From an optimization exercise on the open Yosys and OpenROAD flow, aimed at small area; shortcuts taken in it are not production practice.
Function was not checked in any run shown here: the RTL went through the layout flow alone.

==> flow/design.v, too long to show whole: its modules and the start of the top module <==
// module gdc_year_div: 314 lines
// module gdc_rem: 116 lines
// module gdc_load_dec: 59 lines
// module gdc_leap_res: 94 lines
// module gdc_leap: 16 lines
// module gdc_step: 59 lines
// module gdc_pack: 260 lines
// module gregorian_date_up_down_counter_core: 126 lines
module gregorian_date_up_down_counter_core (
	input logic       clk,
	input logic       arst_n,
	input  logic        req_valid,
	output logic        req_ready,
	input  logic [1:0]  req_cmd,
	input  logic [26:0] req_load_value,
	output logic        rsp_valid,
	input  logic        rsp_ready,
	output logic [13:0] rsp_year_out,
	output logic [3:0]  rsp_month_out,
	output logic [4:0]  rsp_day_out,
	output logic [26:0] rsp_packed_now,
	output logic [26:0] rsp_packed_before,
	output logic        rsp_leap_flag,
	output logic        rsp_load_ok
);
  // ...
==> flow/run.sh <==
#!/bin/bash
# synth_recipe.tcl (not shown) runs the flow's synth.tcl, then flattens the netlist and writes it again
# the make line also repeats each setting of config.mk as NAME=value (left out here)
make -C /OpenROAD-flow-scripts/flow DESIGN_CONFIG=/design/flow/config.mk WORK_HOME=/design/flow/orfs CLKGATE_MAP_FILE= SYNTH_SCRIPT=/design/flow/synth_recipe.tcl finish
==> flow/config.mk <==
export PLATFORM = sky130hd
export DESIGN_NAME = gregorian_date_up_down_counter_core
export DESIGN_NICKNAME = gregorian_date_up_down_counter_core
export VERILOG_FILES = /design/flow/design.v
export SDC_FILE = /design/flow/constraint.sdc
export NUM_CORES = 4
export LEC_CHECK = 0
export CAP_MARGIN = 20
export CORE_MARGIN = 2
export CORE_UTILIZATION = 40
export SLEW_MARGIN = 20
==> flow/constraint.sdc <==
create_clock -name core_clock -period 10.0 [get_ports {clk}]
set_input_delay 2.0000 -clock core_clock [delete_from_list [all_inputs] [get_ports {clk}]]
set_output_delay 2.0000 -clock core_clock [all_outputs]
set_load 0.01 [all_outputs]
==> impl_results.md, run 1 <==
* Setup tns final at -3543 ps
* Compound-gate portion of the synthesized area at 9.486%
* Chip width at 155.3 um
* Share of cells above drive strength 1 at 14.61%
* Synth unique cells at 70
* Placed inst area at 10720 um^2
* Setup violators final at 5
* Synth Warn # at 4
* Vias/cell at 4.997
* Synth Area in Adders at 34.61%
* N_taps at 285
* Slowest stage delay, CP at 550 ps
* M1 WL at 9534 um
* Initial antenna violation count at 0
* Outcome: finished with violations
* Crit path from: year_q[1]
* Met1 usage at 24.62%
* Hold_sp: v1_q
* Post-CTS setup buffer count at 1
* CP startpoint kind: register
* Leading cell types in the layout, fill and taps excluded: inv_1, clkdlybuf4s50_1, fa_1, ha_1, edfxtp_1
* Cell family with most CP delay: adder cells
* Cell mode on critical path: fa_2
* Achievable Freq at 88.85 MHz
* Cell depth of the worst setup path at 29
* Post-synth top cells: inv_1, fa_1, ha_1, edfxtp_1
* # rows at 55
* Starting Density at 40.55%
* Area Growth Syn to Fin at 21.31%
* Dominant cell type by area after synthesis: fa_1
* PnR worst setup slack at -1255 ps
* CLK BUF at 10
* Relative slew slack at 36.31%
* Post-synth EDFFs at 58
* Fail Reasons: setup timing
* Dominant synthesized flop cell: edfxtp_1
==> module gdc_year_div, before the edit <==
module gdc_year_div (
	input  logic [26:11] v,
	output logic [13:0]  year
);
	logic yd_w1;
	logic yd_w2;
	logic yd_w3;
	logic yd_w4;
	logic yd_w5;
	logic yd_w6;
	logic yd_w7;
	logic yd_w8;
	logic yd_w9;
	logic yd_w10;
	logic yd_w11;
	logic yd_w12;
	logic yd_w13;
	logic yd_w14;
	logic yd_w15;
	logic yd_w16;
	logic yd_w17;
	logic yd_w18;
	logic yd_w19;
	logic yd_w20;
	logic yd_w21;
	logic yd_w22;
	logic yd_w23;
	logic yd_w24;
	logic yd_w25;
	logic yd_w26;
	logic yd_w27;
	logic yd_w28;
	logic yd_w29;
	logic yd_w30;
	logic yd_w31;
	logic yd_w32;
	logic yd_w33;
	logic yd_w34;
	logic yd_w35;
	logic yd_w36;
	logic yd_w37;
	logic yd_w38;
	logic yd_w39;
	logic yd_w40;
	logic yd_w41;
	logic yd_w42;
	logic yd_w43;
	logic yd_w44;
	logic yd_w45;
	logic yd_w46;
	logic yd_w47;
	logic yd_w48;
	logic yd_w49;
	logic yd_w50;
	logic yd_w51;
	logic yd_w52;
	logic yd_w53;
	logic yd_w54;
	logic yd_w55;
	logic yd_w56;
	logic yd_w57;
	logic yd_w58;
	logic yd_w59;
	logic yd_w60;
	logic yd_w61;
	logic yd_w62;
	logic yd_w63;
	logic yd_w64;
	logic yd_w65;
	logic yd_w66;
	logic yd_w67;
	logic yd_w68;
	logic yd_w69;
	logic yd_w70;
	logic yd_w71;
	logic yd_w72;
	logic yd_w73;
	logic yd_w74;
	logic yd_w75;
	logic yd_w76;
	logic yd_w77;
	logic yd_w78;
	logic yd_w79;
	logic yd_w80;
	logic yd_w81;
	logic yd_w82;
	logic yd_w83;
	logic yd_w84;
	logic yd_w85;
	logic yd_w86;
	logic yd_w87;
	logic yd_w88;
	logic yd_w89;
	logic yd_w90;
	logic yd_w91;
	logic yd_w92;
	logic yd_w93;
	logic yd_w94;
	logic yd_w95;
	logic yd_w96;
	logic yd_w97;
	logic yd_w98;
	logic yd_w99;
	logic yd_w100;
	logic yd_w101;
	logic yd_w102;
	logic yd_w103;
	logic yd_w104;
	logic yd_w105;
	logic yd_w106;
	logic yd_w107;
	logic yd_w108;
	logic yd_w109;
	logic yd_w110;
	logic yd_w111;
	logic yd_w112;
	logic yd_w113;
	logic yd_w114;
	logic yd_w115;
	logic yd_w116;
	logic yd_w117;
	logic yd_w118;
	logic yd_w119;
	logic yd_w120;
	logic yd_w121;
	logic yd_w122;
	logic yd_w123;
	logic yd_w124;
	logic yd_w125;
	logic yd_w126;
	logic yd_w127;
	logic yd_w128;
	logic yd_w129;
	logic yd_w130;
	logic yd_w131;
	logic yd_w132;
	logic yd_w133;
	logic yd_w134;
	logic yd_w135;
	logic yd_w136;
	logic yd_w137;
	logic yd_w138;
	logic yd_w139;
	logic yd_w140;
	logic yd_w141;
	logic yd_w142;
	logic yd_w143;
	logic yd_w144;
	logic yd_w145;
	logic yd_w146;
	logic yd_w147;
	logic yd_w148;
	logic yd_w149;
	logic yd_w150;
	logic yd_w151;
	logic yd_w152;
	logic yd_w153;
	logic yd_w154;
	assign yd_w1 = v[11] ^ v[12];
	assign yd_w2 = v[11] & v[12];
	assign yd_w3 = v[12] ^ v[13];
	assign yd_w4 = v[12] & v[13];
	assign yd_w5 = v[13] ^ v[14] ^ v[16];
	assign yd_w6 = (v[13] & v[14]) | (v[16] & (v[13] ^ v[14]));
	assign yd_w7 = v[14] ^ v[15];
	assign yd_w8 = v[14] & v[15];
	assign yd_w9 = v[15] ^ v[16];
	assign yd_w10 = v[15] & v[16];
	assign yd_w11 = v[16] ^ v[17];
	assign yd_w12 = v[16] & v[17];
	assign yd_w13 = v[17] ^ v[18];
	assign yd_w14 = v[17] & v[18];
	assign yd_w15 = yd_w1 ^ v[14] ^ v[17];
	assign yd_w16 = (yd_w1 & v[14]) | (v[17] & (yd_w1 ^ v[14]));
	assign yd_w17 = yd_w3 ^ v[15] ^ v[18];
	assign yd_w18 = (yd_w3 & v[15]) | (v[18] & (yd_w3 ^ v[15]));
	assign yd_w19 = ~v[21] ^ ~v[24];
	assign yd_w20 = ~v[21] & ~v[24];
	assign yd_w21 = yd_w5 ^ v[19] ^ ~v[22];
	assign yd_w22 = (yd_w5 & v[19]) | (~v[22] & (yd_w5 ^ v[19]));
	assign yd_w23 = ~v[25] ^ 1'b1 ^ yd_w4;
	assign yd_w24 = (~v[25] & 1'b1) | (yd_w4 & (~v[25] ^ 1'b1));
	assign yd_w25 = yd_w7 ^ v[17] ^ v[20];
	assign yd_w26 = (yd_w7 & v[17]) | (v[20] & (yd_w7 ^ v[17]));
	assign yd_w27 = ~v[23] ^ ~v[26] ^ yd_w6;
	assign yd_w28 = (~v[23] & ~v[26]) | (yd_w6 & (~v[23] ^ ~v[26]));
	assign yd_w29 = yd_w9 ^ v[18] ^ v[21];
	assign yd_w30 = (yd_w9 & v[18]) | (v[21] & (yd_w9 ^ v[18]));
	assign yd_w31 = ~v[24] ^ 1'b1 ^ yd_w8;
	assign yd_w32 = (~v[24] & 1'b1) | (yd_w8 & (~v[24] ^ 1'b1));
	assign yd_w33 = yd_w11 ^ v[19] ^ v[22];
	assign yd_w34 = (yd_w11 & v[19]) | (v[22] & (yd_w11 ^ v[19]));
	assign yd_w35 = ~v[25] ^ 1'b1 ^ yd_w10;
	assign yd_w36 = (~v[25] & 1'b1) | (yd_w10 & (~v[25] ^ 1'b1));
	assign yd_w37 = yd_w13 ^ v[20] ^ v[23];
	assign yd_w38 = (yd_w13 & v[20]) | (v[23] & (yd_w13 ^ v[20]));
	assign yd_w39 = ~v[26] ^ 1'b1 ^ yd_w12;
	assign yd_w40 = (~v[26] & 1'b1) | (yd_w12 & (~v[26] ^ 1'b1));
	assign yd_w41 = v[18] ^ v[19] ^ v[21];
	assign yd_w42 = (v[18] & v[19]) | (v[21] & (v[18] ^ v[19]));
	assign yd_w43 = v[24] ^ yd_w14;
	assign yd_w44 = v[24] & yd_w14;
	assign yd_w45 = v[19] ^ v[20] ^ v[22];
	assign yd_w46 = (v[19] & v[20]) | (v[22] & (v[19] ^ v[20]));
	assign yd_w47 = v[25] ^ 1'b1;
	assign yd_w48 = v[25] & 1'b1;
	assign yd_w49 = v[20] ^ v[21] ^ v[23];
	assign yd_w50 = (v[20] & v[21]) | (v[23] & (v[20] ^ v[21]));
	assign yd_w51 = v[26] ^ 1'b1;
	assign yd_w52 = v[26] & 1'b1;
	assign yd_w53 = v[21] ^ v[22] ^ v[24];
	assign yd_w54 = (v[21] & v[22]) | (v[24] & (v[21] ^ v[22]));
	assign yd_w55 = v[22] ^ v[23];
	assign yd_w56 = v[22] & v[23];
	assign yd_w57 = v[23] ^ v[24];
	assign yd_w58 = v[23] & v[24];
	assign yd_w59 = yd_w15 ^ ~v[20];
	assign yd_w60 = yd_w15 & ~v[20];
	assign yd_w61 = yd_w17 ^ yd_w19 ^ yd_w2;
	assign yd_w62 = (yd_w17 & yd_w19) | (yd_w2 & (yd_w17 ^ yd_w19));
	assign yd_w63 = yd_w21 ^ yd_w23 ^ yd_w18;
	assign yd_w64 = (yd_w21 & yd_w23) | (yd_w18 & (yd_w21 ^ yd_w23));
	assign yd_w65 = yd_w25 ^ yd_w27 ^ yd_w22;
	assign yd_w66 = (yd_w25 & yd_w27) | (yd_w22 & (yd_w25 ^ yd_w27));
	assign yd_w67 = yd_w29 ^ yd_w31 ^ yd_w26;
	assign yd_w68 = (yd_w29 & yd_w31) | (yd_w26 & (yd_w29 ^ yd_w31));
	assign yd_w69 = yd_w33 ^ yd_w35 ^ yd_w30;
	assign yd_w70 = (yd_w33 & yd_w35) | (yd_w30 & (yd_w33 ^ yd_w35));
	assign yd_w71 = yd_w37 ^ yd_w39 ^ yd_w34;
	assign yd_w72 = (yd_w37 & yd_w39) | (yd_w34 & (yd_w37 ^ yd_w39));
	assign yd_w73 = yd_w41 ^ yd_w43 ^ yd_w38;
	assign yd_w74 = (yd_w41 & yd_w43) | (yd_w38 & (yd_w41 ^ yd_w43));
	assign yd_w75 = yd_w45 ^ yd_w47 ^ yd_w42;
	assign yd_w76 = (yd_w45 & yd_w47) | (yd_w42 & (yd_w45 ^ yd_w47));
	assign yd_w77 = yd_w49 ^ yd_w51 ^ yd_w46;
	assign yd_w78 = (yd_w49 & yd_w51) | (yd_w46 & (yd_w49 ^ yd_w51));
	assign yd_w79 = yd_w53 ^ 1'b1 ^ yd_w50;
	assign yd_w80 = (yd_w53 & 1'b1) | (yd_w50 & (yd_w53 ^ 1'b1));
	assign yd_w81 = yd_w55 ^ v[25] ^ 1'b1;
	assign yd_w82 = (yd_w55 & v[25]) | (1'b1 & (yd_w55 ^ v[25]));
	assign yd_w83 = yd_w57 ^ v[26] ^ 1'b1;
	assign yd_w84 = (yd_w57 & v[26]) | (1'b1 & (yd_w57 ^ v[26]));
	assign yd_w85 = v[24] ^ v[25] ^ 1'b1;
	assign yd_w86 = (v[24] & v[25]) | (1'b1 & (v[24] ^ v[25]));
	assign yd_w87 = v[25] ^ v[26];
	assign yd_w88 = v[25] & v[26];
	assign yd_w89 = yd_w59 ^ ~v[23];
	assign yd_w90 = yd_w59 & ~v[23];
	assign yd_w91 = yd_w61 ^ yd_w16 ^ yd_w60;
	assign yd_w92 = (yd_w61 & yd_w16) | (yd_w60 & (yd_w61 ^ yd_w16));
	assign yd_w93 = yd_w63 ^ yd_w20 ^ yd_w62;
	assign yd_w94 = (yd_w63 & yd_w20) | (yd_w62 & (yd_w63 ^ yd_w20));
	assign yd_w95 = yd_w65 ^ yd_w24 ^ yd_w64;
	assign yd_w96 = (yd_w65 & yd_w24) | (yd_w64 & (yd_w65 ^ yd_w24));
	assign yd_w97 = yd_w67 ^ yd_w28 ^ yd_w66;
	assign yd_w98 = (yd_w67 & yd_w28) | (yd_w66 & (yd_w67 ^ yd_w28));
	assign yd_w99 = yd_w69 ^ yd_w32 ^ yd_w68;
	assign yd_w100 = (yd_w69 & yd_w32) | (yd_w68 & (yd_w69 ^ yd_w32));
	assign yd_w101 = yd_w71 ^ yd_w36 ^ yd_w70;
	assign yd_w102 = (yd_w71 & yd_w36) | (yd_w70 & (yd_w71 ^ yd_w36));
	assign yd_w103 = yd_w73 ^ yd_w40 ^ yd_w72;
	assign yd_w104 = (yd_w73 & yd_w40) | (yd_w72 & (yd_w73 ^ yd_w40));
	assign yd_w105 = yd_w75 ^ yd_w44 ^ yd_w74;
	assign yd_w106 = (yd_w75 & yd_w44) | (yd_w74 & (yd_w75 ^ yd_w44));
	assign yd_w107 = yd_w77 ^ yd_w48 ^ yd_w76;
	assign yd_w108 = (yd_w77 & yd_w48) | (yd_w76 & (yd_w77 ^ yd_w48));
	assign yd_w109 = yd_w79 ^ yd_w52 ^ yd_w78;
	assign yd_w110 = (yd_w79 & yd_w52) | (yd_w78 & (yd_w79 ^ yd_w52));
	assign yd_w111 = yd_w81 ^ yd_w54 ^ yd_w80;
	assign yd_w112 = (yd_w81 & yd_w54) | (yd_w80 & (yd_w81 ^ yd_w54));
	assign yd_w113 = yd_w83 ^ yd_w56 ^ yd_w82;
	assign yd_w114 = (yd_w83 & yd_w56) | (yd_w82 & (yd_w83 ^ yd_w56));
	assign yd_w115 = yd_w85 ^ yd_w58 ^ yd_w84;
	assign yd_w116 = (yd_w85 & yd_w58) | (yd_w84 & (yd_w85 ^ yd_w58));
	assign yd_w117 = yd_w87 ^ 1'b1 ^ yd_w86;
	assign yd_w118 = (yd_w87 & 1'b1) | (yd_w86 & (yd_w87 ^ 1'b1));
	assign yd_w119 = v[26] ^ 1'b1 ^ yd_w88;
	assign yd_w120 = (v[26] & 1'b1) | (yd_w88 & (v[26] ^ 1'b1));
	assign yd_w121 = yd_w89 ^ 1'b1;
	assign yd_w122 = yd_w89 & 1'b1;
	assign yd_w123 = yd_w91 ^ yd_w90 ^ yd_w122;
	assign yd_w124 = (yd_w91 & yd_w90) | (yd_w122 & (yd_w91 ^ yd_w90));
	assign yd_w125 = yd_w93 ^ yd_w92 ^ yd_w124;
	assign yd_w126 = (yd_w93 & yd_w92) | (yd_w124 & (yd_w93 ^ yd_w92));
	assign yd_w127 = yd_w95 ^ yd_w94 ^ yd_w126;
	assign yd_w128 = (yd_w95 & yd_w94) | (yd_w126 & (yd_w95 ^ yd_w94));
	assign yd_w129 = yd_w97 ^ yd_w96 ^ yd_w128;
	assign yd_w130 = (yd_w97 & yd_w96) | (yd_w128 & (yd_w97 ^ yd_w96));
	assign yd_w131 = yd_w99 ^ yd_w98 ^ yd_w130;
	assign yd_w132 = (yd_w99 & yd_w98) | (yd_w130 & (yd_w99 ^ yd_w98));
	assign yd_w133 = yd_w101 ^ yd_w100 ^ yd_w132;
	assign yd_w134 = (yd_w101 & yd_w100) | (yd_w132 & (yd_w101 ^ yd_w100));
	assign yd_w135 = yd_w103 ^ yd_w102 ^ yd_w134;
	assign yd_w136 = (yd_w103 & yd_w102) | (yd_w134 & (yd_w103 ^ yd_w102));
	assign yd_w137 = yd_w105 ^ yd_w104 ^ yd_w136;
	assign yd_w138 = (yd_w105 & yd_w104) | (yd_w136 & (yd_w105 ^ yd_w104));
	assign yd_w139 = yd_w107 ^ yd_w106 ^ yd_w138;
	assign yd_w140 = (yd_w107 & yd_w106) | (yd_w138 & (yd_w107 ^ yd_w106));
	assign yd_w141 = yd_w109 ^ yd_w108 ^ yd_w140;
	assign yd_w142 = (yd_w109 & yd_w108) | (yd_w140 & (yd_w109 ^ yd_w108));
	assign yd_w143 = yd_w111 ^ yd_w110 ^ yd_w142;
	assign yd_w144 = (yd_w111 & yd_w110) | (yd_w142 & (yd_w111 ^ yd_w110));
	assign yd_w145 = yd_w113 ^ yd_w112 ^ yd_w144;
	assign yd_w146 = (yd_w113 & yd_w112) | (yd_w144 & (yd_w113 ^ yd_w112));
	assign yd_w147 = yd_w115 ^ yd_w114 ^ yd_w146;
	assign yd_w148 = (yd_w115 & yd_w114) | (yd_w146 & (yd_w115 ^ yd_w114));
	assign yd_w149 = yd_w117 ^ yd_w116 ^ yd_w148;
	assign yd_w150 = (yd_w117 & yd_w116) | (yd_w148 & (yd_w117 ^ yd_w116));
	assign yd_w151 = yd_w119 ^ yd_w118 ^ yd_w150;
	assign yd_w152 = (yd_w119 & yd_w118) | (yd_w150 & (yd_w119 ^ yd_w118));
	assign yd_w153 = 1'b1 ^ yd_w120 ^ yd_w152;
	assign yd_w154 = (1'b1 & yd_w120) | (yd_w152 & (1'b1 ^ yd_w120));
	assign year = {yd_w153, yd_w151, yd_w149, yd_w147, yd_w145, yd_w143, yd_w141, yd_w139, yd_w137, yd_w135, yd_w133, yd_w131, yd_w129, yd_w127};
endmodule
==> module gdc_pack, before the edit <==
module gdc_pack (
	input  logic [13:0] year,
	input  logic [3:0]  month,
	input  logic [4:0]  day,
	output logic [26:0] packed_date
);
	logic pk_w1;
	logic pk_w2;
	logic pk_w3;
	logic pk_w4;
	logic pk_w5;
	logic pk_w6;
	logic pk_w7;
	logic pk_w8;
	logic pk_w9;
	logic pk_w10;
	logic pk_w11;
	logic pk_w12;
	logic pk_w13;
	logic pk_w14;
	logic pk_w15;
	logic pk_w16;
	logic pk_w17;
	logic pk_w18;
	logic pk_w19;
	logic pk_w20;
	logic pk_w21;
	logic pk_w22;
	logic pk_w23;
	logic pk_w24;
	logic pk_w25;
	logic pk_w26;
	logic pk_w27;
	logic pk_w28;
	logic pk_w29;
	logic pk_w30;
	logic pk_w31;
	logic pk_w32;
	logic pk_w33;
	logic pk_w34;
	logic pk_w35;
	logic pk_w36;
	logic pk_w37;
	logic pk_w38;
	logic pk_w39;
	logic pk_w40;
	logic pk_w41;
	logic pk_w42;
	logic pk_w43;
	logic pk_w44;
	logic pk_w45;
	logic pk_w46;
	logic pk_w47;
	logic pk_w48;
	logic pk_w49;
	logic pk_w50;
	logic pk_w51;
	logic pk_w52;
	logic pk_w53;
	logic pk_w54;
	logic pk_w55;
	logic pk_w56;
	logic pk_w57;
	logic pk_w58;
	logic pk_w59;
	logic pk_w60;
	logic pk_w61;
	logic pk_w62;
	logic pk_w63;
	logic pk_w64;
	logic pk_w65;
	logic pk_w66;
	logic pk_w67;
	logic pk_w68;
	logic pk_w69;
	logic pk_w70;
	logic pk_w71;
	logic pk_w72;
	logic pk_w73;
	logic pk_w74;
	logic pk_w75;
	logic pk_w76;
	logic pk_w77;
	logic pk_w78;
	logic pk_w79;
	logic pk_w80;
	logic pk_w81;
	logic pk_w82;
	logic pk_w83;
	logic pk_w84;
	logic pk_w85;
	logic pk_w86;
	logic pk_w87;
	logic pk_w88;
	logic pk_w89;
	logic pk_w90;
	logic pk_w91;
	logic pk_w92;
	logic pk_w93;
	logic pk_w94;
	logic pk_w95;
	logic pk_w96;
	logic pk_w97;
	logic pk_w98;
	logic pk_w99;
	logic pk_w100;
	logic pk_w101;
	logic pk_w102;
	logic pk_w103;
	logic pk_w104;
	logic pk_w105;
	logic pk_w106;
	logic pk_w107;
	logic pk_w108;
	logic pk_w109;
	logic pk_w110;
	logic pk_w111;
	logic pk_w112;
	logic pk_w113;
	logic pk_w114;
	logic pk_w115;
	logic pk_w116;
	logic pk_w117;
	logic pk_w118;
	logic pk_w119;
	logic pk_w120;
	logic pk_w121;
	logic pk_w122;
	logic pk_w123;
	logic pk_w124;
	logic pk_w125;
	logic pk_w126;
	assign pk_w1 = ~year[0] ^ year[4];
	assign pk_w2 = ~year[0] & year[4];
	assign pk_w3 = pk_w1 ^ month[2];
	assign pk_w4 = pk_w1 & month[2];
	assign pk_w5 = ~year[1] ^ year[5] ^ month[3];
	assign pk_w6 = (~year[1] & year[5]) | (month[3] & (~year[1] ^ year[5]));
	assign pk_w7 = year[0] ^ year[2];
	assign pk_w8 = year[0] & year[2];
	assign pk_w9 = year[1] ^ year[3] ^ ~year[6];
	assign pk_w10 = (year[1] & year[3]) | (~year[6] & (year[1] ^ year[3]));
	assign pk_w11 = year[2] ^ year[4] ^ ~year[7];
	assign pk_w12 = (year[2] & year[4]) | (~year[7] & (year[2] ^ year[4]));
	assign pk_w13 = year[3] ^ year[5] ^ ~year[8];
	assign pk_w14 = (year[3] & year[5]) | (~year[8] & (year[3] ^ year[5]));
	assign pk_w15 = year[4] ^ year[6] ^ ~year[9];
	assign pk_w16 = (year[4] & year[6]) | (~year[9] & (year[4] ^ year[6]));
	assign pk_w17 = year[5] ^ year[7];
	assign pk_w18 = year[5] & year[7];
	assign pk_w19 = year[6] ^ year[8];
	assign pk_w20 = year[6] & year[8];
	assign pk_w21 = year[7] ^ year[9];
	assign pk_w22 = year[7] & year[9];
	assign pk_w23 = year[8] ^ year[10];
	assign pk_w24 = year[8] & year[10];
	assign pk_w25 = year[9] ^ year[11];
	assign pk_w26 = year[9] & year[11];
	assign pk_w27 = year[10] ^ year[12];
	assign pk_w28 = year[10] & year[12];
	assign pk_w29 = year[11] ^ year[13];
	assign pk_w30 = year[11] & year[13];
	assign pk_w31 = year[0] ^ month[2];
	assign pk_w32 = year[0] & month[2];
	assign pk_w33 = year[1] ^ month[0] ^ month[3];
	assign pk_w34 = (year[1] & month[0]) | (month[3] & (year[1] ^ month[0]));
	assign pk_w35 = year[2] ^ month[0] ^ month[1];
	assign pk_w36 = (year[2] & month[0]) | (month[1] & (year[2] ^ month[0]));
	assign pk_w37 = year[3] ^ month[1] ^ month[2];
	assign pk_w38 = (year[3] & month[1]) | (month[2] & (year[3] ^ month[1]));
	assign pk_w39 = pk_w3 ^ month[3] ^ 1'b1;
	assign pk_w40 = (pk_w3 & month[3]) | (1'b1 & (pk_w3 ^ month[3]));
	assign pk_w41 = pk_w5 ^ pk_w2 ^ pk_w4;
	assign pk_w42 = (pk_w5 & pk_w2) | (pk_w4 & (pk_w5 ^ pk_w2));
	assign pk_w43 = ~year[2] ^ year[6] ^ pk_w6;
	assign pk_w44 = (~year[2] & year[6]) | (pk_w6 & (~year[2] ^ year[6]));
	assign pk_w45 = year[0] ^ ~year[3] ^ year[7];
	assign pk_w46 = (year[0] & ~year[3]) | (year[7] & (year[0] ^ ~year[3]));
	assign pk_w47 = year[1] ^ ~year[4] ^ year[8];
	assign pk_w48 = (year[1] & ~year[4]) | (year[8] & (year[1] ^ ~year[4]));
	assign pk_w49 = pk_w7 ^ ~year[5] ^ year[9];
	assign pk_w50 = (pk_w7 & ~year[5]) | (year[9] & (pk_w7 ^ ~year[5]));
	assign pk_w51 = pk_w9 ^ year[10] ^ pk_w8;
	assign pk_w52 = (pk_w9 & year[10]) | (pk_w8 & (pk_w9 ^ year[10]));
	assign pk_w53 = pk_w11 ^ year[11] ^ pk_w10;
	assign pk_w54 = (pk_w11 & year[11]) | (pk_w10 & (pk_w11 ^ year[11]));
	assign pk_w55 = pk_w13 ^ year[12] ^ pk_w12;
	assign pk_w56 = (pk_w13 & year[12]) | (pk_w12 & (pk_w13 ^ year[12]));
	assign pk_w57 = pk_w15 ^ year[13] ^ pk_w14;
	assign pk_w58 = (pk_w15 & year[13]) | (pk_w14 & (pk_w15 ^ year[13]));
	assign pk_w59 = pk_w17 ^ ~year[10] ^ pk_w16;
	assign pk_w60 = (pk_w17 & ~year[10]) | (pk_w16 & (pk_w17 ^ ~year[10]));
	assign pk_w61 = pk_w19 ^ ~year[11] ^ pk_w18;
	assign pk_w62 = (pk_w19 & ~year[11]) | (pk_w18 & (pk_w19 ^ ~year[11]));
	assign pk_w63 = pk_w21 ^ ~year[12] ^ pk_w20;
	assign pk_w64 = (pk_w21 & ~year[12]) | (pk_w20 & (pk_w21 ^ ~year[12]));
	assign pk_w65 = pk_w23 ^ ~year[13] ^ pk_w22;
	assign pk_w66 = (pk_w23 & ~year[13]) | (pk_w22 & (pk_w23 ^ ~year[13]));
	assign pk_w67 = pk_w25 ^ 1'b1 ^ pk_w24;
	assign pk_w68 = (pk_w25 & 1'b1) | (pk_w24 & (pk_w25 ^ 1'b1));
	assign pk_w69 = pk_w27 ^ 1'b1 ^ pk_w26;
	assign pk_w70 = (pk_w27 & 1'b1) | (pk_w26 & (pk_w27 ^ 1'b1));
	assign pk_w71 = pk_w29 ^ 1'b1 ^ pk_w28;
	assign pk_w72 = (pk_w29 & 1'b1) | (pk_w28 & (pk_w29 ^ 1'b1));
	assign pk_w73 = year[12] ^ 1'b1 ^ pk_w30;
	assign pk_w74 = (year[12] & 1'b1) | (pk_w30 & (year[12] ^ 1'b1));
	assign pk_w75 = year[13] ^ 1'b1;
	assign pk_w76 = year[13] & 1'b1;
	assign pk_w77 = month[0] ^ day[2];
	assign pk_w78 = month[0] & day[2];
	assign pk_w79 = month[1] ^ day[3] ^ pk_w78;
	assign pk_w80 = (month[1] & day[3]) | (pk_w78 & (month[1] ^ day[3]));
	assign pk_w81 = pk_w31 ^ day[4] ^ pk_w80;
	assign pk_w82 = (pk_w31 & day[4]) | (pk_w80 & (pk_w31 ^ day[4]));
	assign pk_w83 = pk_w33 ^ pk_w32 ^ pk_w82;
	assign pk_w84 = (pk_w33 & pk_w32) | (pk_w82 & (pk_w33 ^ pk_w32));
	assign pk_w85 = pk_w35 ^ pk_w34 ^ pk_w84;
	assign pk_w86 = (pk_w35 & pk_w34) | (pk_w84 & (pk_w35 ^ pk_w34));
	assign pk_w87 = pk_w37 ^ pk_w36 ^ pk_w86;
	assign pk_w88 = (pk_w37 & pk_w36) | (pk_w86 & (pk_w37 ^ pk_w36));
	assign pk_w89 = pk_w39 ^ pk_w38 ^ pk_w88;
	assign pk_w90 = (pk_w39 & pk_w38) | (pk_w88 & (pk_w39 ^ pk_w38));
	assign pk_w91 = pk_w41 ^ pk_w40 ^ pk_w90;
	assign pk_w92 = (pk_w41 & pk_w40) | (pk_w90 & (pk_w41 ^ pk_w40));
	assign pk_w93 = pk_w43 ^ pk_w42 ^ pk_w92;
	assign pk_w94 = (pk_w43 & pk_w42) | (pk_w92 & (pk_w43 ^ pk_w42));
	assign pk_w95 = pk_w45 ^ pk_w44 ^ pk_w94;
	assign pk_w96 = (pk_w45 & pk_w44) | (pk_w94 & (pk_w45 ^ pk_w44));
	assign pk_w97 = pk_w47 ^ pk_w46 ^ pk_w96;
	assign pk_w98 = (pk_w47 & pk_w46) | (pk_w96 & (pk_w47 ^ pk_w46));
	assign pk_w99 = pk_w49 ^ pk_w48 ^ pk_w98;
	assign pk_w100 = (pk_w49 & pk_w48) | (pk_w98 & (pk_w49 ^ pk_w48));
	assign pk_w101 = pk_w51 ^ pk_w50 ^ pk_w100;
	assign pk_w102 = (pk_w51 & pk_w50) | (pk_w100 & (pk_w51 ^ pk_w50));
	assign pk_w103 = pk_w53 ^ pk_w52 ^ pk_w102;
	assign pk_w104 = (pk_w53 & pk_w52) | (pk_w102 & (pk_w53 ^ pk_w52));
	assign pk_w105 = pk_w55 ^ pk_w54 ^ pk_w104;
	assign pk_w106 = (pk_w55 & pk_w54) | (pk_w104 & (pk_w55 ^ pk_w54));
	assign pk_w107 = pk_w57 ^ pk_w56 ^ pk_w106;
	assign pk_w108 = (pk_w57 & pk_w56) | (pk_w106 & (pk_w57 ^ pk_w56));
	assign pk_w109 = pk_w59 ^ pk_w58 ^ pk_w108;
	assign pk_w110 = (pk_w59 & pk_w58) | (pk_w108 & (pk_w59 ^ pk_w58));
	assign pk_w111 = pk_w61 ^ pk_w60 ^ pk_w110;
	assign pk_w112 = (pk_w61 & pk_w60) | (pk_w110 & (pk_w61 ^ pk_w60));
	assign pk_w113 = pk_w63 ^ pk_w62 ^ pk_w112;
	assign pk_w114 = (pk_w63 & pk_w62) | (pk_w112 & (pk_w63 ^ pk_w62));
	assign pk_w115 = pk_w65 ^ pk_w64 ^ pk_w114;
	assign pk_w116 = (pk_w65 & pk_w64) | (pk_w114 & (pk_w65 ^ pk_w64));
	assign pk_w117 = pk_w67 ^ pk_w66 ^ pk_w116;
	assign pk_w118 = (pk_w67 & pk_w66) | (pk_w116 & (pk_w67 ^ pk_w66));
	assign pk_w119 = pk_w69 ^ pk_w68 ^ pk_w118;
	assign pk_w120 = (pk_w69 & pk_w68) | (pk_w118 & (pk_w69 ^ pk_w68));
	assign pk_w121 = pk_w71 ^ pk_w70 ^ pk_w120;
	assign pk_w122 = (pk_w71 & pk_w70) | (pk_w120 & (pk_w71 ^ pk_w70));
	assign pk_w123 = pk_w73 ^ pk_w72 ^ pk_w122;
	assign pk_w124 = (pk_w73 & pk_w72) | (pk_w122 & (pk_w73 ^ pk_w72));
	assign pk_w125 = pk_w75 ^ pk_w74 ^ pk_w124;
	assign pk_w126 = (pk_w75 & pk_w74) | (pk_w124 & (pk_w75 ^ pk_w74));
	assign packed_date = {pk_w125, pk_w123, pk_w121, pk_w119, pk_w117, pk_w115, pk_w113, pk_w111, pk_w109, pk_w107, pk_w105, pk_w103, pk_w101, pk_w99, pk_w97, pk_w95, pk_w93, pk_w91, pk_w89, pk_w87, pk_w85, pk_w83, pk_w81, pk_w79, pk_w77, day[1], day[0]};
endmodule
==> inputs of run 2 (changes only) <==
--- a/flow/design.v
+++ b/flow/design.v
@@ -178,6 +178,35 @@
 	logic yd_w152;
 	logic yd_w153;
 	logic yd_w154;
+	logic yd_w155;
+	logic yd_w156;
+	logic yd_w157;
+	logic yd_w158;
+	logic yd_w159;
+	logic yd_w160;
+	logic yd_w161;
+	logic yd_w162;
+	logic yd_w163;
+	logic yd_w164;
+	logic yd_w165;
+	logic yd_w166;
+	logic yd_w167;
+	logic yd_w168;
+	logic yd_w169;
+	logic yd_w170;
+	logic yd_w171;
+	logic yd_w172;
+	logic yd_w173;
+	logic yd_w174;
+	logic yd_w175;
+	logic yd_w176;
+	logic yd_w177;
+	logic yd_w178;
+	logic yd_w179;
+	logic yd_w180;
+	logic yd_w181;
+	logic yd_w182;
+	logic yd_w183;
 	assign yd_w1 = v[11] ^ v[12];
 	assign yd_w2 = v[11] & v[12];
 	assign yd_w3 = v[12] ^ v[13];
@@ -314,8 +343,8 @@
 	assign yd_w134 = (yd_w101 & yd_w100) | (yd_w132 & (yd_w101 ^ yd_w100));
 	assign yd_w135 = yd_w103 ^ yd_w102 ^ yd_w134;
 	assign yd_w136 = (yd_w103 & yd_w102) | (yd_w134 & (yd_w103 ^ yd_w102));
-	assign yd_w137 = yd_w105 ^ yd_w104 ^ yd_w136;
-	assign yd_w138 = (yd_w105 & yd_w104) | (yd_w136 & (yd_w105 ^ yd_w104));
+	assign yd_w137 = yd_w105 ^ yd_w104;
+	assign yd_w138 = yd_w105 & yd_w104;
 	assign yd_w139 = yd_w107 ^ yd_w106 ^ yd_w138;
 	assign yd_w140 = (yd_w107 & yd_w106) | (yd_w138 & (yd_w107 ^ yd_w106));
 	assign yd_w141 = yd_w109 ^ yd_w108 ^ yd_w140;
@@ -324,15 +353,44 @@
 	assign yd_w144 = (yd_w111 & yd_w110) | (yd_w142 & (yd_w111 ^ yd_w110));
 	assign yd_w145 = yd_w113 ^ yd_w112 ^ yd_w144;
 	assign yd_w146 = (yd_w113 & yd_w112) | (yd_w144 & (yd_w113 ^ yd_w112));
-	assign yd_w147 = yd_w115 ^ yd_w114 ^ yd_w146;
-	assign yd_w148 = (yd_w115 & yd_w114) | (yd_w146 & (yd_w115 ^ yd_w114));
-	assign yd_w149 = yd_w117 ^ yd_w116 ^ yd_w148;
-	assign yd_w150 = (yd_w117 & yd_w116) | (yd_w148 & (yd_w117 ^ yd_w116));
-	assign yd_w151 = yd_w119 ^ yd_w118 ^ yd_w150;
-	assign yd_w152 = (yd_w119 & yd_w118) | (yd_w150 & (yd_w119 ^ yd_w118));
-	assign yd_w153 = 1'b1 ^ yd_w120 ^ yd_w152;
-	assign yd_w154 = (1'b1 & yd_w120) | (yd_w152 & (1'b1 ^ yd_w120));
-	assign year = {yd_w153, yd_w151, yd_w149, yd_w147, yd_w145, yd_w143, yd_w141, yd_w139, yd_w137, yd_w135, yd_w133, yd_w131, yd_w129, yd_w127};
+	assign yd_w147 = yd_w105 ^ yd_w104 ^ 1'b1;
+	assign yd_w148 = (yd_w105 & yd_w104) | (1'b1 & (yd_w105 ^ yd_w104));
+	assign yd_w149 = yd_w107 ^ yd_w106 ^ yd_w148;
+	assign yd_w150 = (yd_w107 & yd_w106) | (yd_w148 & (yd_w107 ^ yd_w106));
+	assign yd_w151 = yd_w109 ^ yd_w108 ^ yd_w150;
+	assign yd_w152 = (yd_w109 & yd_w108) | (yd_w150 & (yd_w109 ^ yd_w108));
+	assign yd_w153 = yd_w111 ^ yd_w110 ^ yd_w152;
+	assign yd_w154 = (yd_w111 & yd_w110) | (yd_w152 & (yd_w111 ^ yd_w110));
+	assign yd_w155 = yd_w113 ^ yd_w112 ^ yd_w154;
+	assign yd_w156 = (yd_w113 & yd_w112) | (yd_w154 & (yd_w113 ^ yd_w112));
+	assign yd_w157 = yd_w136 ? yd_w147 : yd_w137;
+	assign yd_w158 = yd_w136 ? yd_w149 : yd_w139;
+	assign yd_w159 = yd_w136 ? yd_w151 : yd_w141;
+	assign yd_w160 = yd_w136 ? yd_w153 : yd_w143;
+	assign yd_w161 = yd_w136 ? yd_w155 : yd_w145;
+	assign yd_w162 = yd_w136 ? yd_w156 : yd_w146;
+	assign yd_w163 = yd_w115 ^ yd_w114;
+	assign yd_w164 = yd_w115 & yd_w114;
+	assign yd_w165 = yd_w117 ^ yd_w116 ^ yd_w164;
+	assign yd_w166 = (yd_w117 & yd_w116) | (yd_w164 & (yd_w117 ^ yd_w116));
+	assign yd_w167 = yd_w119 ^ yd_w118 ^ yd_w166;
+	assign yd_w168 = (yd_w119 & yd_w118) | (yd_w166 & (yd_w119 ^ yd_w118));
+	assign yd_w169 = 1'b1 ^ yd_w120 ^ yd_w168;
+	assign yd_w170 = (1'b1 & yd_w120) | (yd_w168 & (1'b1 ^ yd_w120));
+	assign yd_w171 = yd_w115 ^ yd_w114 ^ 1'b1;
+	assign yd_w172 = (yd_w115 & yd_w114) | (1'b1 & (yd_w115 ^ yd_w114));
+	assign yd_w173 = yd_w117 ^ yd_w116 ^ yd_w172;
+	assign yd_w174 = (yd_w117 & yd_w116) | (yd_w172 & (yd_w117 ^ yd_w116));
+	assign yd_w175 = yd_w119 ^ yd_w118 ^ yd_w174;
+	assign yd_w176 = (yd_w119 & yd_w118) | (yd_w174 & (yd_w119 ^ yd_w118));
+	assign yd_w177 = 1'b1 ^ yd_w120 ^ yd_w176;
+	assign yd_w178 = (1'b1 & yd_w120) | (yd_w176 & (1'b1 ^ yd_w120));
+	assign yd_w179 = yd_w162 ? yd_w171 : yd_w163;
+	assign yd_w180 = yd_w162 ? yd_w173 : yd_w165;
+	assign yd_w181 = yd_w162 ? yd_w175 : yd_w167;
+	assign yd_w182 = yd_w162 ? yd_w177 : yd_w169;
+	assign yd_w183 = yd_w162 ? yd_w178 : yd_w170;
+	assign year = {yd_w182, yd_w181, yd_w180, yd_w179, yd_w161, yd_w160, yd_w159, yd_w158, yd_w157, yd_w135, yd_w133, yd_w131, yd_w129, yd_w127};
 endmodule
 module gdc_rem (
 	input  logic [13:0] vlo,
@@ -810,6 +868,63 @@
 	logic pk_w124;
 	logic pk_w125;
 	logic pk_w126;
+	logic pk_w127;
+	logic pk_w128;
+	logic pk_w129;
+	logic pk_w130;
+	logic pk_w131;
+	logic pk_w132;
+	logic pk_w133;
+	logic pk_w134;
+	logic pk_w135;
+	logic pk_w136;
+	logic pk_w137;
+	logic pk_w138;
+	logic pk_w139;
+	logic pk_w140;
+	logic pk_w141;
+	logic pk_w142;
+	logic pk_w143;
+	logic pk_w144;
+	logic pk_w145;
+	logic pk_w146;
+	logic pk_w147;
+	logic pk_w148;
+	logic pk_w149;
+	logic pk_w150;
+	logic pk_w151;
+	logic pk_w152;
+	logic pk_w153;
+	logic pk_w154;
+	logic pk_w155;
+	logic pk_w156;
+	logic pk_w157;
+	logic pk_w158;
+	logic pk_w159;
+	logic pk_w160;
+	logic pk_w161;
+	logic pk_w162;
+	logic pk_w163;
+	logic pk_w164;
+	logic pk_w165;
+	logic pk_w166;
+	logic pk_w167;
+	logic pk_w168;
+	logic pk_w169;
+	logic pk_w170;
+	logic pk_w171;
+	logic pk_w172;
+	logic pk_w173;
+	logic pk_w174;
+	logic pk_w175;
+	logic pk_w176;
+	logic pk_w177;
+	logic pk_w178;
+	logic pk_w179;
+	logic pk_w180;
+	logic pk_w181;
+	logic pk_w182;
+	logic pk_w183;
 	assign pk_w1 = ~year[0] ^ year[4];
 	assign pk_w2 = ~year[0] & year[4];
 	assign pk_w3 = pk_w1 ^ month[2];
@@ -900,8 +1015,8 @@
 	assign pk_w88 = (pk_w37 & pk_w36) | (pk_w86 & (pk_w37 ^ pk_w36));
 	assign pk_w89 = pk_w39 ^ pk_w38 ^ pk_w88;
 	assign pk_w90 = (pk_w39 & pk_w38) | (pk_w88 & (pk_w39 ^ pk_w38));
-	assign pk_w91 = pk_w41 ^ pk_w40 ^ pk_w90;
-	assign pk_w92 = (pk_w41 & pk_w40) | (pk_w90 & (pk_w41 ^ pk_w40));
+	assign pk_w91 = pk_w41 ^ pk_w40;
+	assign pk_w92 = pk_w41 & pk_w40;
 	assign pk_w93 = pk_w43 ^ pk_w42 ^ pk_w92;
 	assign pk_w94 = (pk_w43 & pk_w42) | (pk_w92 & (pk_w43 ^ pk_w42));
 	assign pk_w95 = pk_w45 ^ pk_w44 ^ pk_w94;
@@ -910,33 +1025,90 @@
 	assign pk_w98 = (pk_w47 & pk_w46) | (pk_w96 & (pk_w47 ^ pk_w46));
 	assign pk_w99 = pk_w49 ^ pk_w48 ^ pk_w98;
 	assign pk_w100 = (pk_w49 & pk_w48) | (pk_w98 & (pk_w49 ^ pk_w48));
-	assign pk_w101 = pk_w51 ^ pk_w50 ^ pk_w100;
-	assign pk_w102 = (pk_w51 & pk_w50) | (pk_w100 & (pk_w51 ^ pk_w50));
-	assign pk_w103 = pk_w53 ^ pk_w52 ^ pk_w102;
-	assign pk_w104 = (pk_w53 & pk_w52) | (pk_w102 & (pk_w53 ^ pk_w52));
-	assign pk_w105 = pk_w55 ^ pk_w54 ^ pk_w104;
-	assign pk_w106 = (pk_w55 & pk_w54) | (pk_w104 & (pk_w55 ^ pk_w54));
-	assign pk_w107 = pk_w57 ^ pk_w56 ^ pk_w106;
-	assign pk_w108 = (pk_w57 & pk_w56) | (pk_w106 & (pk_w57 ^ pk_w56));
-	assign pk_w109 = pk_w59 ^ pk_w58 ^ pk_w108;
-	assign pk_w110 = (pk_w59 & pk_w58) | (pk_w108 & (pk_w59 ^ pk_w58));
-	assign pk_w111 = pk_w61 ^ pk_w60 ^ pk_w110;
-	assign pk_w112 = (pk_w61 & pk_w60) | (pk_w110 & (pk_w61 ^ pk_w60));
-	assign pk_w113 = pk_w63 ^ pk_w62 ^ pk_w112;
-	assign pk_w114 = (pk_w63 & pk_w62) | (pk_w112 & (pk_w63 ^ pk_w62));
-	assign pk_w115 = pk_w65 ^ pk_w64 ^ pk_w114;
-	assign pk_w116 = (pk_w65 & pk_w64) | (pk_w114 & (pk_w65 ^ pk_w64));
-	assign pk_w117 = pk_w67 ^ pk_w66 ^ pk_w116;
-	assign pk_w118 = (pk_w67 & pk_w66) | (pk_w116 & (pk_w67 ^ pk_w66));
-	assign pk_w119 = pk_w69 ^ pk_w68 ^ pk_w118;
-	assign pk_w120 = (pk_w69 & pk_w68) | (pk_w118 & (pk_w69 ^ pk_w68));
-	assign pk_w121 = pk_w71 ^ pk_w70 ^ pk_w120;
-	assign pk_w122 = (pk_w71 & pk_w70) | (pk_w120 & (pk_w71 ^ pk_w70));
-	assign pk_w123 = pk_w73 ^ pk_w72 ^ pk_w122;
-	assign pk_w124 = (pk_w73 & pk_w72) | (pk_w122 & (pk_w73 ^ pk_w72));
-	assign pk_w125 = pk_w75 ^ pk_w74 ^ pk_w124;
-	assign pk_w126 = (pk_w75 & pk_w74) | (pk_w124 & (pk_w75 ^ pk_w74));
-	assign packed_date = {pk_w125, pk_w123, pk_w121, pk_w119, pk_w117, pk_w115, pk_w113, pk_w111, pk_w109, pk_w107, pk_w105, pk_w103, pk_w101, pk_w99, pk_w97, pk_w95, pk_w93, pk_w91, pk_w89, pk_w87, pk_w85, pk_w83, pk_w81, pk_w79, pk_w77, day[1], day[0]};
+	assign pk_w101 = pk_w41 ^ pk_w40 ^ 1'b1;
+	assign pk_w102 = (pk_w41 & pk_w40) | (1'b1 & (pk_w41 ^ pk_w40));
+	assign pk_w103 = pk_w43 ^ pk_w42 ^ pk_w102;
+	assign pk_w104 = (pk_w43 & pk_w42) | (pk_w102 & (pk_w43 ^ pk_w42));
+	assign pk_w105 = pk_w45 ^ pk_w44 ^ pk_w104;
+	assign pk_w106 = (pk_w45 & pk_w44) | (pk_w104 & (pk_w45 ^ pk_w44));
+	assign pk_w107 = pk_w47 ^ pk_w46 ^ pk_w106;
+	assign pk_w108 = (pk_w47 & pk_w46) | (pk_w106 & (pk_w47 ^ pk_w46));
+	assign pk_w109 = pk_w49 ^ pk_w48 ^ pk_w108;
+	assign pk_w110 = (pk_w49 & pk_w48) | (pk_w108 & (pk_w49 ^ pk_w48));
+	assign pk_w111 = pk_w90 ? pk_w101 : pk_w91;
+	assign pk_w112 = pk_w90 ? pk_w103 : pk_w93;
+	assign pk_w113 = pk_w90 ? pk_w105 : pk_w95;
+	assign pk_w114 = pk_w90 ? pk_w107 : pk_w97;
+	assign pk_w115 = pk_w90 ? pk_w109 : pk_w99;
+	assign pk_w116 = pk_w90 ? pk_w110 : pk_w100;
+	assign pk_w117 = pk_w51 ^ pk_w50;
+	assign pk_w118 = pk_w51 & pk_w50;
+	assign pk_w119 = pk_w53 ^ pk_w52 ^ pk_w118;
+	assign pk_w120 = (pk_w53 & pk_w52) | (pk_w118 & (pk_w53 ^ pk_w52));
+	assign pk_w121 = pk_w55 ^ pk_w54 ^ pk_w120;
+	assign pk_w122 = (pk_w55 & pk_w54) | (pk_w120 & (pk_w55 ^ pk_w54));
+	assign pk_w123 = pk_w57 ^ pk_w56 ^ pk_w122;
+	assign pk_w124 = (pk_w57 & pk_w56) | (pk_w122 & (pk_w57 ^ pk_w56));
+	assign pk_w125 = pk_w59 ^ pk_w58 ^ pk_w124;
+	assign pk_w126 = (pk_w59 & pk_w58) | (pk_w124 & (pk_w59 ^ pk_w58));
+	assign pk_w127 = pk_w61 ^ pk_w60 ^ pk_w126;
+	assign pk_w128 = (pk_w61 & pk_w60) | (pk_w126 & (pk_w61 ^ pk_w60));
+	assign pk_w129 = pk_w51 ^ pk_w50 ^ 1'b1;
+	assign pk_w130 = (pk_w51 & pk_w50) | (1'b1 & (pk_w51 ^ pk_w50));
+	assign pk_w131 = pk_w53 ^ pk_w52 ^ pk_w130;
+	assign pk_w132 = (pk_w53 & pk_w52) | (pk_w130 & (pk_w53 ^ pk_w52));
+	assign pk_w133 = pk_w55 ^ pk_w54 ^ pk_w132;
+	assign pk_w134 = (pk_w55 & pk_w54) | (pk_w132 & (pk_w55 ^ pk_w54));
+	assign pk_w135 = pk_w57 ^ pk_w56 ^ pk_w134;
+	assign pk_w136 = (pk_w57 & pk_w56) | (pk_w134 & (pk_w57 ^ pk_w56));
+	assign pk_w137 = pk_w59 ^ pk_w58 ^ pk_w136;
+	assign pk_w138 = (pk_w59 & pk_w58) | (pk_w136 & (pk_w59 ^ pk_w58));
+	assign pk_w139 = pk_w61 ^ pk_w60 ^ pk_w138;
+	assign pk_w140 = (pk_w61 & pk_w60) | (pk_w138 & (pk_w61 ^ pk_w60));
+	assign pk_w141 = pk_w116 ? pk_w129 : pk_w117;
+	assign pk_w142 = pk_w116 ? pk_w131 : pk_w119;
+	assign pk_w143 = pk_w116 ? pk_w133 : pk_w121;
+	assign pk_w144 = pk_w116 ? pk_w135 : pk_w123;
+	assign pk_w145 = pk_w116 ? pk_w137 : pk_w125;
+	assign pk_w146 = pk_w116 ? pk_w139 : pk_w127;
+	assign pk_w147 = pk_w116 ? pk_w140 : pk_w128;
+	assign pk_w148 = pk_w63 ^ pk_w62;
+	assign pk_w149 = pk_w63 & pk_w62;
+	assign pk_w150 = pk_w65 ^ pk_w64 ^ pk_w149;
+	assign pk_w151 = (pk_w65 & pk_w64) | (pk_w149 & (pk_w65 ^ pk_w64));
+	assign pk_w152 = pk_w67 ^ pk_w66 ^ pk_w151;
+	assign pk_w153 = (pk_w67 & pk_w66) | (pk_w151 & (pk_w67 ^ pk_w66));
+	assign pk_w154 = pk_w69 ^ pk_w68 ^ pk_w153;
+	assign pk_w155 = (pk_w69 & pk_w68) | (pk_w153 & (pk_w69 ^ pk_w68));
+	assign pk_w156 = pk_w71 ^ pk_w70 ^ pk_w155;
+	assign pk_w157 = (pk_w71 & pk_w70) | (pk_w155 & (pk_w71 ^ pk_w70));
+	assign pk_w158 = pk_w73 ^ pk_w72 ^ pk_w157;
+	assign pk_w159 = (pk_w73 & pk_w72) | (pk_w157 & (pk_w73 ^ pk_w72));
+	assign pk_w160 = pk_w75 ^ pk_w74 ^ pk_w159;
+	assign pk_w161 = (pk_w75 & pk_w74) | (pk_w159 & (pk_w75 ^ pk_w74));
+	assign pk_w162 = pk_w63 ^ pk_w62 ^ 1'b1;
+	assign pk_w163 = (pk_w63 & pk_w62) | (1'b1 & (pk_w63 ^ pk_w62));
+	assign pk_w164 = pk_w65 ^ pk_w64 ^ pk_w163;
+	assign pk_w165 = (pk_w65 & pk_w64) | (pk_w163 & (pk_w65 ^ pk_w64));
+	assign pk_w166 = pk_w67 ^ pk_w66 ^ pk_w165;
+	assign pk_w167 = (pk_w67 & pk_w66) | (pk_w165 & (pk_w67 ^ pk_w66));
+	assign pk_w168 = pk_w69 ^ pk_w68 ^ pk_w167;
+	assign pk_w169 = (pk_w69 & pk_w68) | (pk_w167 & (pk_w69 ^ pk_w68));
+	assign pk_w170 = pk_w71 ^ pk_w70 ^ pk_w169;
+	assign pk_w171 = (pk_w71 & pk_w70) | (pk_w169 & (pk_w71 ^ pk_w70));
+	assign pk_w172 = pk_w73 ^ pk_w72 ^ pk_w171;
+	assign pk_w173 = (pk_w73 & pk_w72) | (pk_w171 & (pk_w73 ^ pk_w72));
+	assign pk_w174 = pk_w75 ^ pk_w74 ^ pk_w173;
+	assign pk_w175 = (pk_w75 & pk_w74) | (pk_w173 & (pk_w75 ^ pk_w74));
+	assign pk_w176 = pk_w147 ? pk_w162 : pk_w148;
+	assign pk_w177 = pk_w147 ? pk_w164 : pk_w150;
+	assign pk_w178 = pk_w147 ? pk_w166 : pk_w152;
+	assign pk_w179 = pk_w147 ? pk_w168 : pk_w154;
+	assign pk_w180 = pk_w147 ? pk_w170 : pk_w156;
+	assign pk_w181 = pk_w147 ? pk_w172 : pk_w158;
+	assign pk_w182 = pk_w147 ? pk_w174 : pk_w160;
+	assign pk_w183 = pk_w147 ? pk_w175 : pk_w161;
+	assign packed_date = {pk_w182, pk_w181, pk_w180, pk_w179, pk_w178, pk_w177, pk_w176, pk_w146, pk_w145, pk_w144, pk_w143, pk_w142, pk_w141, pk_w115, pk_w114, pk_w113, pk_w112, pk_w111, pk_w89, pk_w87, pk_w85, pk_w83, pk_w81, pk_w79, pk_w77, day[1], day[0]};
 endmodule
 module gregorian_date_up_down_counter_core (
 	input logic       clk,
==> run 2 against run 1 <==
- still fails the layout checks on setup timing
- synthesized area increased by 0.93%
- via count increased by 2.8%
- highest routed layer unchanged
- fmax increased by 5.6%
- critical path type unchanged
- sequential share of layout area about the same
- die area increased by 0.90%
- final cell count increased by 1.1%
- routed wire length increased by 3.7%
- flip-flop and latch count unchanged
==> impl_results.md, run 2 <==
* Post-synth top cells: inv_1, fa_1, ha_1, edfxtp_1, nor2_1
* Synth async-reset ratio at 30.95%
* Sequential share of the synthesized area at 26.02%
* Achievable Freq at 93.85 MHz (+5.6%)
* Clock Skews at 10.87 ps
* Slew Viols, Final at 0
* Area Growth Syn to Fin at 20.10%
* Initial antenna violation count at 0 (unchanged)
* Reg clk slew, reported paths at 70 ps
* Port Buf Inserts at 113
* Core Region at 22640 um^2
* Yosys reg bits at 84
* Top reg by flops: before_q
* Post-synthesis instance total at 909
* Fail Reasons: setup timing
* Leading cell types in the layout, fill and taps excluded: inv_1, clkdlybuf4s50_1, fa_1, ha_1, edfxtp_1
* Final min period at 10660 ps
* Die height at 156.0 um
* Outcome: finished with violations
* Synth Net Count at 1130
* Total track usage at 17.26%
* Count leader, synth: inv_1
* Top post-synthesis cells by area: fa_1, edfxtp_1, ha_1
* PnR worst setup slack at -655.3 ps (+600.1 ps)
* Io pins at 114
* Die area at 24330 um^2
* Crit path max fanout at 2
* Vias after detailed routing at 6632
* DP HPWL at 16290 um
* FF+latch area at 2404 um^2
* DRC Markers at 0
* Largest net degree at the start of global routing at 34
* Longest Clk Path Bufs at 2
* Dominant synthesized flop cell: edfxtp_1
* Data required time at the worst endpoint at 8000 ps
* Relative slew slack at 38.73% (+2.4 points)
* Hold/Removal Path Class: register to register
* Non-Filler Cell Area, Final at 11100 um^2
* Global-route wire length before repair at 33490 um
* Root Buffer: clkbuf_16
* Share of the synthesized area in the top cell type at 24.27%
* Chip width at 156.0 um (+0.45%)
* Max Cap Viol at 0
* Max reg flops at 27
* Synth unique cells at 69 (-1.4%)
* Worst Max-Slew Pin Slew at 914.2 ps
* Vias in the first global route at 6600
* Placed inst area at 10750 um^2 (+0.26%)
* Initial DRC Count at 484
* Syn Area/Cell at 10.16 um^2
* M1 WL at 9835 um (+3.2%)
* Dominant cell type by area after synthesis: fa_1
* Placed insts at 1287
* Gpl congestion at 0.8708
* Highest-delay cell along the critical path: fa_2
* Met3 wire len at 1041 um
* Highest metal used: met4
* Period utilization at 106.6%
* Final Non-Filler Cells at 1305
* Synth Warn # at 4 (unchanged)
* Multi-input gate area at 5844 um^2
* Post-synth EDFFs at 58 (unchanged)
* Post-DRT Antenna Nets at 0
* DR WL met2 at 8964 um
* Cell mode on critical path: fa_2
* Final Util at 49.01%
* Clock Latency Late Sink at 350 ps
* Fill cell count at 2067
* RSZ-0062 raised after global routing: true
* CP arrival at 8660 ps
* Vias/cell at 5.082 (+1.7%)
* Total CTS buffers at 9
* Total wire length at 20280 um
* Commonest non-fill, non-tap cell in the layout: inv_1
* Share of cells above drive strength 1 at 12.75% (-1.9 points)
* Synthesized area at 9239 um^2
* CP startpoint kind: register
* # rows at 55 (unchanged)
* Routed len/inst at 15.54 um
* H-tree levels at 3
* Hold Fails Final Rpt at 0
* Fin nets at 1236
* Critical setup path kind: register to output pin
* TritonCTS clock tree: yes
* Drt first pass iters at 7
* Setup violators final at 3 (-2)
* Clock sinks at 84
* Slowest stage delay, CP at 550 ps (about the same)
* Antenna fix cells at 0
* Critical Path Sink Type: output pin
* Starting Density at 40.81% (+0.25 points)
* GRT Residual Overflow at 0
-- run 2: timing repair --
action / CTS / global route
hold buffers: 0 / 0
cloned: 0 / 0
gates resized for setup: 20 / 15
setup buffers: 1 / 1
pin swaps: 0 / 1
setup endpoints to repair: 5 / 8
-- run 2: area by class of cell --
cell class / instances / share of cell area, %
clock buffers: 10 / 2.064
clock inverters: 6 / 0.5977
inverters: 193 / 6.529
multi-input cells: 570 / 52.67
flip-flops and latches: 84 / 21.66
well taps: 285 / 3.214
repair buffers: 157 / 13.26
-- run 2: critical path, delay by kind of cell, from the launching register on --
kind                     cells  cell delay (ps)
adder cells (fa/ha/maj)     21             7050
flip-flops                   1              540
AO/OA/AOI/OAI                2              100
AND/OR/NAND/NOR              2              220
buffers and inverters        4              240
multiplexers                 1              160
-- run 2: per-stage QoR --
step	setup slack (ps)	hold WS (ps)	TNS, ps
final	-655.3	482.7	-1612
after global routing	-916.5	527.8	-2516
after CTS	-673.5	490.6	-1656
after detailed placement	-745.7	475.5	-2500
after global placement	-668.7	462.8	-1980
after floorplan	-194.3	449.0	-386.7
-- run 2: layer usage --
layer	GRT usage, %	vias up
met5	0.4141	-
met1	24.83	3204
li1	-	3184
met2	26.91	221
met3	2.250	23
met4	5.898	0
-- run 2: final timing paths --
path | start | to | slack [ps] | cells after the start
worst min-delay path | v1_q | vld_q | 480 | 1
min in group asynchronous | arst_n | day_q[3] | 2030 | 2
worst min register to register | v1_q | vld_q | 480 | 1
worst max register to register | cmd1_q[0] | year_q[13] | 1300 | 27
max in group asynchronous | arst_n | year_q[7] | 7630 | 2
worst max-delay path | mon_q[0] | rsp_packed_now[25] | -660 | 30
-- run 2: cells by family (layout without fill, tap and decap cells) --
family | after synthesis | after routing | synth area share, %
adder cells (fa/ha/maj) | 188 | 188 | 34.56
AO/OA/AOI/OAI | 131 | 131 | 9.399
flip-flops | 84 | 84 | 26.02
AND/OR/NAND/NOR | 178 | 178 | 10.28
multiplexers | 32 | 32 | 3.995
buffers and inverters | 255 | 366 | 11.71
XOR/XNOR | 41 | 41 | 4.036

static timing again, ports no longer ideal:
The flow's constraints put no driver on any port. The routed layouts listed below were extracted and timed again, unchanged, in two steps. Step 1 sets driving cells, clkbuf_16 on the clock port and buf_2 on the other inputs (assumed; they add their load-dependent delay and slew). Step 2 times the ports against the registers' clock, not the clock port: input delays grow and output delays shrink by t, the midpoint of the rising clock arrivals with the driver on. Slacks: ideal ports / drivers / drivers and shift; pairs: ideal ports / drivers.
| run | t (ns) | setup WS [ns] | worst hold slack (ns) | clock arrival spread, ns | worst slew at a driven data input, ns |
|---|---|---|---|---|---|
| run 1 | 0.384 | -1.255 / -1.295 / -0.911 | 0.492 / 0.492 / 0.492 | 0.012 / 0.012 | 0.04 |
| run 2 | 0.394 | -0.655 / -0.701 / -0.307 | 0.483 / 0.483 / 0.483 | 0.011 / 0.011 | 0.04 |
